This design comes from an exercise in tuning for small area and a short achievable clock period on the open sky130 flow, not from production work. At most, simulation tests tie the RTL to the original design; equivalence was not proved. Power and IR drop assume default switching activity. The flow treats the clock pin as an ideal source, which a real chip does not have.

Setup of run 2:
// pattern_fetch_send
module pattern_fetch_send (
    input  logic                         pixel_clk,
    input  logic                         pixel_rst_n,
    input  logic                         start,
    input  logic [2:0]                   pixel_sync,    
    input  logic                         mem_ready,
    output logic [pfs_pkg::ADDR_W:0]     mem_req,       
    input  logic [pfs_pkg::WORD_W:0]     mem_rsp,       
    output logic [2:0]                   gen_sync,      
    output logic [23:0]                  gen_rgb        
);
For scale: ~5400 cells after synthesis, ~310 I/O pins, roughly 93000 um^2 of cells after synthesis.
clock: 12.0 ns
lec_check: 0
cap_margin: 20
core_margin: 2
core_utilization: 40
cts_buf_list: sky130_fd_sc_hd__clkbuf_4 sky130_fd_sc_hd__clkbuf_8
slew_margin: 20
standard.sh (not shown) runs the stock make flow with config.mk's settings and CLKGATE_MAP_FILE= SYNTH_SCRIPT=/design/flow/synth_recipe.tcl, a recipe that flattens the netlist after the stock synthesis.
==> flow/flow/run.sh <==
#!/bin/bash
# Standard layout, with timing repair aimed below the clock period and
# single-drive port buffers.
set -euo pipefail
bash standard.sh SETUP_SLACK_MARGIN=7.5 "BUFFER_PORTS_ARGS=-buffer_cell sky130_fd_sc_hd__buf_2" finish > flow_make.log 2>&1
Relative to run 2, the following input files were edited for run 5:
- a deleted CTS_BUF_LIST that had been sky130_fd_sc_hd__clkbuf_4 sky130_fd_sc_hd__clkbuf_8
==> flow/flow/run.sh <==
#!/bin/bash
# Standard layout, with timing repair aimed below the clock period.
set -euo pipefail
bash standard.sh SETUP_SLACK_MARGIN=7.5 finish > flow_make.log 2>&1
[summary]
Run 5 was carried through to the last stage, and its layout satisfied the timing, design-rule and antenna checks.
Looking at the reports, run 2 completed the entire flow and the layout it produced met the timing, design-rule and antenna checks.
Start-to-end type of the worst setup path: register to register -> run 2, input pin to register -> run 5
Comparing run 5 against run 2, there is no change at all in number of buffers inserted by port buffering.
Looking at endpoint of the most critical setup path, the slot[2][116] result is from run 5; the black_q one comes from run 2.
The higher sequential share of layout area came out of run 2.
The run with more setup slack is run 2; run 5 has less.
Diff run 2 -> run 5: count of inserted antenna diode cells went down 12; worst slack at placement went down 0.70 ns; time the worst path needs with I/O delays and setup went up 0.086 ns.
| wire length of the first global-routing pass | lower: run 2 |
Re total global-route track usage: run 5 is 0.17 points up on run 2.
Taking run 2 as the reference, in run 5 combinational fraction of design power increased by 0.5 points relative to the old numbers, worst hold slack closely matched the old numbers.
No run of this note included a check of the RTL's function; only the layout flow was run.


pattern_fetch_send, a different RTL version from the one above (not shown whole).
Size: about 2,500 flip-flops, ~310 I/O pins, roughly 83,000 um^2 of cells after synthesis.
export LEC_CHECK = 0
export CAP_MARGIN = 20
export CORE_MARGIN = 2
export CORE_UTILIZATION = 40
export CTS_BUF_LIST = sky130_fd_sc_hd__clkbuf_8 sky130_fd_sc_hd__clkbuf_16
export CTS_CLUSTER_DIAMETER = 80
export CTS_CLUSTER_SIZE = 25
export SLEW_MARGIN = 20
create_clock -name core_clock -period 12.0 [get_ports {pixel_clk}]
==> flow/flow/run.sh <==
#!/bin/bash
# Standard layout, with timing repair aimed below the clock period,
# small port buffers and a clock tree without dummy loads.
set -euo pipefail
CTS="-sink_clustering_enable -repair_clock_nets -sink_clustering_size 25 -sink_clustering_max_diameter 80 -buf_list {sky130_fd_sc_hd__clkbuf_8 sky130_fd_sc_hd__clkbuf_16} -dont_use_dummy_load"
bash standard.sh SETUP_SLACK_MARGIN=8.4 "BUFFER_PORTS_ARGS=-buffer_cell sky130_fd_sc_hd__buf_2" "CTS_ARGS=$CTS" finish > flow_make.log 2>&1
Rerun with:
==> flow/flow/run.sh (replaced) <==
#!/bin/bash
# Standard layout, with timing repair aimed below the clock period,
# small port buffers and a clock tree without dummy loads.
set -euo pipefail
CTS="-sink_clustering_enable -repair_clock_nets -sink_clustering_size 25 -sink_clustering_max_diameter 80 -buf_list {sky130_fd_sc_hd__clkbuf_8 sky130_fd_sc_hd__clkbuf_16} -dont_use_dummy_load"
bash standard.sh SETUP_SLACK_MARGIN=8.4 "BUFFER_PORTS_ARGS=-buffer_cell sky130_fd_sc_hd__buf_1" "CTS_ARGS=$CTS" finish > flow_make.log 2>&1
What happened:
- global-route usage goes up by 0.36 points
- worst hold slack loses 0.018 ns
- cell area climbs slightly
- combinational power stays flat
- worst setup slack loses 0.022 ns
Function was not checked in any run of this note: the RTL went through the layout flow alone.


Another version of the RTL of pattern_fetch_send (not shown whole).
Size in the first run: ~3,700 cells after synthesis, about 2,500 flip-flops, ~310 I/O pins, about 0.083 mm^2 of cells after synthesis.
==> flow/config.mk <==
export PLATFORM = sky130hd
export DESIGN_NAME = pattern_fetch_send
export DESIGN_NICKNAME = pattern_fetch_send
export VERILOG_FILES = /design/flow/design.v
export SDC_FILE = /design/flow/constraint.sdc
export NUM_CORES = 4
export LEC_CHECK = 0
export CAP_MARGIN = 20
export CORE_MARGIN = 2
export CORE_UTILIZATION = 40
export CTS_BUF_LIST = sky130_fd_sc_hd__clkbuf_4 sky130_fd_sc_hd__clkbuf_8
export SLEW_MARGIN = 20
==> flow/constraint.sdc <==
create_clock -name core_clock -period 12.0 [get_ports {pixel_clk}]
set_input_delay 2.4000 -clock core_clock [delete_from_list [all_inputs] [get_ports {pixel_clk}]]
set_output_delay 2.4000 -clock core_clock [all_outputs]
set_load 0.01 [all_outputs]
==> flow/flow/run.sh <==
#!/bin/bash
# Standard layout, with timing repair aimed below the clock period and
# single-drive port buffers.
set -euo pipefail
bash standard.sh SETUP_SLACK_MARGIN=7.8 "BUFFER_PORTS_ARGS=-buffer_cell sky130_fd_sc_hd__buf_2" finish > flow_make.log 2>&1
Change:
==> flow/flow/run.sh (replaced) <==
#!/bin/bash
# Standard layout, with timing repair aimed below the clock period,
# single-drive port buffers and a clock tree without dummy loads.
set -euo pipefail
CTS="-sink_clustering_enable -repair_clock_nets -sink_clustering_size 30 -sink_clustering_max_diameter 100 -buf_list {sky130_fd_sc_hd__clkbuf_8 sky130_fd_sc_hd__clkbuf_16} -dont_use_dummy_load"
bash standard.sh SETUP_SLACK_MARGIN=8.1 "BUFFER_PORTS_ARGS=-buffer_cell sky130_fd_sc_hd__buf_2" "CTS_ARGS=$CTS" finish > flow_make.log 2>&1
--- a/flow/config.mk
+++ b/flow/config.mk
@@ -11 +11,3 @@
-export CTS_BUF_LIST = sky130_fd_sc_hd__clkbuf_4 sky130_fd_sc_hd__clkbuf_8
+export CTS_BUF_LIST = sky130_fd_sc_hd__clkbuf_8 sky130_fd_sc_hd__clkbuf_16
+export CTS_CLUSTER_DIAMETER = 100
+export CTS_CLUSTER_SIZE = 30
Routed wire length drops by about 0.56%.
Die area is unchanged.
Power drops by 18%.
Cell area drops by about 4.3%.
Change:
==> flow/flow/run.sh (replaced) <==
#!/bin/bash
# Standard layout, with timing repair aimed below the clock period and
# single-drive port buffers.
set -euo pipefail
bash standard.sh SETUP_SLACK_MARGIN=8.1 "BUFFER_PORTS_ARGS=-buffer_cell sky130_fd_sc_hd__buf_2" finish > flow_make.log 2>&1
--- a/flow/config.mk
+++ b/flow/config.mk
@@ -11,3 +11 @@
-export CTS_BUF_LIST = sky130_fd_sc_hd__clkbuf_8 sky130_fd_sc_hd__clkbuf_16
-export CTS_CLUSTER_DIAMETER = 100
-export CTS_CLUSTER_SIZE = 30
+export CTS_BUF_LIST = sky130_fd_sc_hd__clkbuf_4 sky130_fd_sc_hd__clkbuf_8
Power rose by 21%.
Via count rose by 5.3%.
Utilization rose by 2.3 points.
Routed wire length rose by 1.7%.
Register-to-register slack is better by 50 ps.
Hold slack is better by 8.0 ps.
Sequential power stays flat.
Global-route usage rose by 0.39 points.
Clock power rose by 83%.
Area after synthesis does not change.


The RTL this note starts from:
==> flow/design.v <==
package pfs_pkg;
    localparam int WORD_W = 256;
    localparam int ADDR_W = 22;
    localparam int SLOTS  = 9;       
    localparam logic [1:0] F_IDLE  = 2'd0;
    localparam logic [1:0] F_HEAD  = 2'd1;
    localparam logic [1:0] F_HWAIT = 2'd2;
    localparam logic [1:0] F_BODY  = 2'd3;
endpackage
module pattern_fetch_send (
    input  logic                         pixel_clk,
    input  logic                         pixel_rst_n,
    input  logic                         start,
    input  logic [2:0]                   pixel_sync,    
    input  logic                         mem_ready,
    output logic [pfs_pkg::ADDR_W:0]     mem_req,       
    input  logic [pfs_pkg::WORD_W:0]     mem_rsp,       
    output logic [2:0]                   gen_sync,      
    output logic [23:0]                  gen_rgb        
);
    localparam int W = pfs_pkg::WORD_W;
    localparam int S = pfs_pkg::SLOTS;
    logic rsp_valid;
    logic de;
    assign rsp_valid = mem_rsp[W];
    assign de        = pixel_sync[2];
    logic [1:0]                 fst;
    logic                       req_q;
    logic [pfs_pkg::ADDR_W-1:0] addr_q;
    logic                       hcalc;       
    logic [23:0]                tb_hi;       
    logic [7:0]                 tail;        
    logic                       tail_nz;     
    logic [7:0]                 h_fill;
    logic [31:0]                pcnt;        
    logic [23:0]                wcnt;        
    logic [3:0]                 used;        
    logic                       wr_ok;       
    logic [3:0]                 tq;          
    logic [1:0]                 tq_w;
    logic [1:0]                 tq_r;
    logic acc, acc_body, lp_cur, ls_cur, cand, raise, pop, wr;
    logic empty_set;
    assign acc      = req_q && mem_ready;
    assign acc_body = acc && fst == pfs_pkg::F_BODY;
    assign lp_cur   = wcnt[23:1] == 23'd0 && wcnt[0] == !tail_nz;
    assign ls_cur   = lp_cur && pcnt == 32'd1;
    assign cand     = fst == pfs_pkg::F_BODY && (req_q ? (mem_ready && !ls_cur) : 1'b1);
    assign raise    = cand && (used != 4'(S) || pop);
    assign mem_req  = {req_q, addr_q};
    assign empty_set = (tb_hi == 24'd0 && tail == 8'd0) || pcnt == 32'd0;
    assign wr       = rsp_valid && wr_ok;
    always_ff @(posedge pixel_clk or negedge pixel_rst_n) begin
        if (!pixel_rst_n) begin
            fst    <= pfs_pkg::F_IDLE;
            req_q  <= 1'b0;
            addr_q <= '0;
            hcalc  <= 1'b0;
            used   <= '0;
            wr_ok  <= 1'b1;
            tq_w   <= '0;
            tq_r   <= '0;
        end else begin
            hcalc <= 1'b0;
            wr_ok <= !(fst == pfs_pkg::F_HEAD || (fst == pfs_pkg::F_HWAIT && !rsp_valid));
            if (acc) begin
                addr_q <= addr_q + 1'b1;
            end
            if (acc_body) begin
                tq_w <= tq_w + 2'd1;
            end
            if (wr) begin
                tq_r <= tq_r + 2'd1;
            end
            case (fst)
                pfs_pkg::F_IDLE: begin
                    if (hcalc && !empty_set) begin
                        fst <= pfs_pkg::F_BODY;
                    end else if (start) begin
                        fst    <= pfs_pkg::F_HEAD;
                        req_q  <= 1'b1;
                        addr_q <= '0;
                        used   <= '0;
                        tq_w   <= '0;
                        tq_r   <= '0;
                    end
                end
                pfs_pkg::F_HEAD: begin
                    if (mem_ready) begin
                        req_q <= 1'b0;
                        fst   <= pfs_pkg::F_HWAIT;
                    end
                end
                pfs_pkg::F_HWAIT: begin
                    if (rsp_valid) begin
                        hcalc <= 1'b1;
                        fst   <= pfs_pkg::F_IDLE;
                    end
                end
                default: begin
                    req_q <= (req_q && !mem_ready) || raise;
                    if (acc && ls_cur) begin
                        fst <= pfs_pkg::F_IDLE;
                    end
                end
            endcase
            if (fst == pfs_pkg::F_BODY || pop) begin
                used <= used + 4'(raise) - 4'(pop);
            end
        end
    end
    always_ff @(posedge pixel_clk) begin
        if (fst == pfs_pkg::F_HWAIT && rsp_valid) begin
            tb_hi  <= mem_rsp[255:232];
            tail   <= mem_rsp[231:224];
            pcnt   <= mem_rsp[223:192];
            h_fill <= mem_rsp[191:184];
        end
        if (hcalc) begin
            wcnt    <= tb_hi;
            tail    <= tail - 8'd1;
            tail_nz <= tail != 8'd0;
        end
        if (acc_body) begin
            tq[tq_w] <= lp_cur;
            if (lp_cur) begin
                wcnt <= tb_hi;
                pcnt <= pcnt - 32'd1;
            end else begin
                wcnt <= wcnt - 24'd1;
            end
        end
    end
    logic [W-1:0] slot [S];
    logic [S-1:0] lp;        
    logic [S-1:0] v;         
    logic [S-1:0] ld;        
    logic [S-1:0] gap;       
    logic         to0;       
    always_comb begin
        gap[0] = !v[0];
        for (int i = 1; i < S; i++) begin
            gap[i] = gap[i-1] || !v[i];
        end
        to0 = wr && (!v[0] || pop) && v[S-1:1] == '0;
        for (int i = 0; i < S - 1; i++) begin
            ld[i] = v[i+1] && (gap[i] || pop);
        end
        ld[0]   = ld[0] || to0;
        ld[S-1] = wr && !to0;
    end
    always_ff @(posedge pixel_clk) begin
        if (ld[0]) begin
            slot[0] <= to0 ? mem_rsp[W-1:0] : slot[1];
            lp[0]   <= to0 ? tq[tq_r] : lp[1];
        end
        for (int i = 1; i < S - 1; i++) begin
            if (ld[i]) begin
                slot[i] <= slot[i+1];
                lp[i]   <= lp[i+1];
            end
        end
        if (ld[S-1]) begin
            slot[S-1] <= mem_rsp[W-1:0];
            lp[S-1]   <= tq[tq_r];
        end
    end
    always_ff @(posedge pixel_clk or negedge pixel_rst_n) begin
        if (!pixel_rst_n) begin
            v <= '0;
        end else begin
            v[0] <= ld[0] || (v[0] && !pop);
            for (int i = 1; i < S; i++) begin
                v[i] <= ld[i] || (v[i] && !ld[i-1]);
            end
        end
    end
    logic [7:0] bit_idx;
    logic [7:0] fill;        
    logic       cur_bit;
    logic       last_bit;
    assign cur_bit  = slot[0][~bit_idx];
    assign last_bit = bit_idx == 8'hff || (lp[0] && bit_idx == tail);
    assign pop      = de && v[0] && fill == 8'd0 && last_bit;
    always_ff @(posedge pixel_clk or negedge pixel_rst_n) begin
        if (!pixel_rst_n) begin
            bit_idx <= '0;
            fill    <= '0;
        end else begin
            if (hcalc) begin
                bit_idx <= '0;
                fill    <= h_fill;
            end else if (de && v[0]) begin
                if (fill == 8'd0) begin
                    fill    <= h_fill;
                    bit_idx <= last_bit ? 8'd0 : bit_idx + 8'd1;
                end else begin
                    fill <= fill - 8'd1;
                end
            end
        end
    end
    logic show;
    logic white_r, white_g, black_b;
    assign show = de && v[0] && cur_bit;
    always_ff @(posedge pixel_clk or negedge pixel_rst_n) begin
        if (!pixel_rst_n) begin
            gen_sync <= 3'b011;
            white_r  <= 1'b1;
            black_b  <= 1'b0;
        end else begin
            gen_sync <= pixel_sync;
            white_r  <= !show;
            black_b  <= show;
        end
    end
    always_ff @(posedge pixel_clk) begin
        white_g <= !show;
    end
    assign gen_rgb = {{8{white_r}}, {8{white_g}}, {8{~black_b}}};
endmodule
export LEC_CHECK = 0
export CAP_MARGIN = 20
export CORE_MARGIN = 2
export CORE_UTILIZATION = 40
export CTS_BUF_LIST = sky130_fd_sc_hd__clkbuf_8 sky130_fd_sc_hd__clkbuf_16
export CTS_CLUSTER_DIAMETER = 100
export CTS_CLUSTER_SIZE = 30
export SLEW_MARGIN = 20
create_clock -name core_clock -period 12.0 [get_ports {pixel_clk}]
==> flow/flow/run.sh <==
#!/bin/bash
# Standard layout, with timing repair aimed below the clock period,
# single-drive port buffers and a clock tree without dummy loads.
set -euo pipefail
CTS="-sink_clustering_enable -repair_clock_nets -sink_clustering_size 30 -sink_clustering_max_diameter 100 -buf_list {sky130_fd_sc_hd__clkbuf_8 sky130_fd_sc_hd__clkbuf_16} -dont_use_dummy_load"
bash standard.sh SETUP_SLACK_MARGIN=8.3 "BUFFER_PORTS_ARGS=-buffer_cell sky130_fd_sc_hd__buf_2" "CTS_ARGS=$CTS" finish > flow_make.log 2>&1
The starting point went through all stages and came out clean.
Next try:
==> flow/flow/run.sh (replaced) <==
#!/bin/bash
# Standard layout, with timing repair aimed below the clock period,
# single-drive port buffers and a clock tree without dummy loads.
set -euo pipefail
CTS="-sink_clustering_enable -repair_clock_nets -sink_clustering_size 25 -sink_clustering_max_diameter 80 -buf_list {sky130_fd_sc_hd__clkbuf_8 sky130_fd_sc_hd__clkbuf_16} -dont_use_dummy_load"
bash standard.sh SETUP_SLACK_MARGIN=8.3 "BUFFER_PORTS_ARGS=-buffer_cell sky130_fd_sc_hd__buf_2" "CTS_ARGS=$CTS" finish > flow_make.log 2>&1
Settings changed: CTS_CLUSTER_DIAMETER 100 to 80, CTS_CLUSTER_SIZE 30 to 25.
Final area increases by about 0.4%.
Worst setup slack gains 31 ps.
Hold slack got worse by 19 ps.
Register-to-register slack degrades by 110 ps.
Final cell count hardly moves.
Die area does not change.

[what the ideal ports hide]
The results above use ideal ports. As a check the final layouts listed here were re-extracted and re-timed, cells and wires unchanged.
Step 1 sets driving cells, clkbuf_16 on the clock port and buf_2 on the other inputs (assumed; they add their load-dependent delay and slew).
Step 2 also shifts input and output timing later by t, the mid clock arrival at the registers, as if the neighbouring blocks saw the same clock.
Slacks: no drivers / after step 1 / after step 2; pairs: no drivers / after step 1.
run | shift t [ns] | slack for setup (ns) | worst register clock-pin slew, ns
run 2 | 1.125 | 7.564 / 7.564 / 6.537 | 0.07 / 0.07
run 5 | 0.943 | 7.478 / 7.403 / 6.588 | 0.07 / 0.07
the first run of note 2 | 0.834 | 8.068 / 7.981 / 7.457 | 0.10 / 0.10
the second run of note 2 | 0.820 | 8.047 / 7.962 / 7.344 | 0.10 / 0.10
the first run of note 3 | 1.079 | 7.725 / 7.643 / 6.797 | 0.07 / 0.07
the second run of note 3 | 0.811 | 7.935 / 7.848 / 7.288 | 0.12 / 0.12
the third run of note 3 | 1.079 | 7.795 / 7.714 / 7.052 | 0.07 / 0.07
the first run of note 4 | 0.822 | 8.080 / 7.999 / 7.399 | 0.12 / 0.12
the second run of note 4 | 0.832 | 8.111 / 8.029 / 7.482 | 0.10 / 0.10
After both steps every run listed still meets setup and hold. The setup slack of run 2, which loses most, moves by 0.000 ns with the drivers and by -1.027 ns with both steps.
